From an optimization exercise on the open Yosys and OpenROAD flow, aimed at small area, a short achievable clock period and few clock cycles per item; shortcuts taken in it are not production practice. In this exercise RTL edits were held to simulation tests only and were not proved equivalent to the original. No activity file was given, so power comes from the tool's default toggle rates.

violet:
// r_type_core
module r_type_core (
   input  logic        clk,
   input  logic        rst_n,
   input  logic        instr_valid,
   input  logic [31:0] instr,
   output logic        instr_ready,
   input  logic        ld_valid,
   input  logic [4:0]  ld_addr,
   input  logic [31:0] ld_data,
   output logic        wb_valid,
   output logic [4:0]  wb_rd,
   output logic [31:0] wb_data,
   output logic        illegal,
   input  logic [4:0]  dbg_addr,
   output logic [31:0] dbg_data
);
   logic [7:0]  alu_sel;
   logic        alu_sub, alu_sra;
   logic [31:0] alu_in1, alu_in2, alu_out;
   logic        rf_we;
   logic [4:0]  rf_waddr;
   logic [31:0] rf_wdata, rf_rdata_a, rf_rdata_b_n;
   logic [31:1] rf_rsel_a, rf_rsel_b;
   r_type_issue u_issue (
      .clk         (clk),
      .rst_n       (rst_n),
      .instr_valid (instr_valid),
      .instr       (instr),
      .instr_ready (instr_ready),
      .ld_valid    (ld_valid),
      .ld_addr     (ld_addr),
      .ld_data     (ld_data),
      .alu_sel     (alu_sel),
      .alu_sub     (alu_sub),
      .alu_sra     (alu_sra),
      .alu_in1     (alu_in1),
      .alu_in2     (alu_in2),
      .alu_out     (alu_out),
      .rf_we       (rf_we),
      .rf_waddr    (rf_waddr),
      .rf_wdata    (rf_wdata),
  ...
clock: 6.0 ns
lec_check: 0
cap_margin: 20
core_margin: 2
core_utilization: 50
cts_buf_list: sky130_fd_sc_hd__clkbuf_16
cts_cluster_diameter: 150
cts_cluster_size: 26
setup_slack_margin: 2.3
slew_margin: 20
synth_hierarchical: 1
tns_end_percent: 20
run.sh (not shown) runs the stock make flow with config.mk's settings and CLKGATE_MAP_FILE= SYNTH_SCRIPT=/design/flow/synth_recipe.tcl, a recipe that flattens the netlist after the stock synthesis.
Having completed the whole flow, violet delivered a layout that passed the timing, DRC and antenna checks.
Testbench counts of violet, summed over its fixed seeds: cycles 4,048, items 4,000.
Edits applied to the flow inputs when going from violet to fjord:
- SETUP_SLACK_MARGIN now 2, was 2.3
Findings:
- Global-route wire length before repair (fjord vs. violet) increases slightly
- Across fjord and violet, the outcome is the same: a clean finish for every run.
- On power, the lower figure sits with fjord, not violet.
- In fjord, the number of iterations in the first detailed-routing pass came out 1 below the value in violet.
- Going from violet to fjord, wire length moved up, fraction of area in multi-input gates now smaller.
What tundra does differently from fjord at the input level:
- setting PLACE_DENSITY to 0.7 for the first time
- changing CTS_CLUSTER_SIZE from 26 to 24
--- outcome ---
Number of non-filler instances in the completed layout | tundra above fjord. Between fjord and tundra, the share of final layout cell area taken by clock buffers and inverters figures differ only marginally. Max maximum fanout count along the critical path across tundra and fjord: fjord. Timing startpoint of the critical path = dbg_addr[0]: tundra; timing startpoint of the critical path = dbg_addr[1]: fjord. Summary: with fjord as the reference, final area in tundra moved up slightly. tundra vs fjord, critical-path cell with the highest stage delay: sky130_fd_sc_hd__a22o_4 vs sky130_fd_sc_hd__nor2_4. Worst stage delay on the critical path came out lower on tundra than on fjord.
What xenon does differently from tundra at the input level:
- PLACE_DENSITY: 0.7 -> unset
- CTS_CLUSTER_SIZE: 24 -> 28
--- outcome ---
- Re met3 wirelength from detailed routing: tundra and xenon aren't equal, and the lower value belongs to xenon.
- Re clock buffer count in the final layout: tundra and xenon aren't equal, and the lower value belongs to xenon.
- Run comparison: tundra capturing element of the worst setup path dbg_data[11]; xenon capturing element of the worst setup path dbg_data[2]
- Per the comparison of xenon with tundra, cell area after layout now sits lower, core utilization now smaller.
- Setup TNS after final layout: tundra vs xenon identical
- Looking at fraction of power consumed by the clock network, xenon sits 0.7 points below tundra.
- Final net count of xenon is on par with tundra.
Relative to xenon, the following input files were edited for ember:
- TNS_END_PERCENT: 20 -> unset
- CORE_UTILIZATION: 50 -> 40
ember finished every step from synthesis to the final layout, and the layout passed the timing, DRC and antenna checks.
Summary of ember over xenon: global routing usage on met1 lost 13 points; adder-cell share of the synthesized area neither gained nor lost much.
Setup slack: ember < xenon
Between xenon and ember, placed cell count increased.

## separate check: timing with driven ports
No port has a modelled driver above. Below, the same layouts with a new extraction and two added sets of constraints.
Step 1 assumes that a clkbuf_16 drives the clock port and a buf_2 every other input.
Step 2 also shifts input and output timing later by t, the mid clock arrival at the registers, as if the neighbouring blocks saw the same clock.
a / b / c = no drivers / after step 1 / after step 2; a / b = the first two.
run	shift t [ns]	setup WS [ns]	worst setup path at the end	worst slew at a driven data input, ns	cell pins on the clock port's net
violet	0.769	1.577 / 1.535 / 0.981	input to register	0.10	1
fjord	0.784	1.549 / 1.506 / 0.941	input to register	0.14	1
tundra	0.762	1.505 / 1.420 / 0.835	input to register	0.17	1
xenon	0.773	1.472 / 1.427 / 0.746	input to register	0.17	1
ember	0.765	1.464 / 1.347 / 0.681	input to register	0.12	1
After both steps setup and hold are still met in every run listed. The setup slack of ember, which loses most, moves by -0.117 ns with the drivers and by -0.783 ns with both steps.
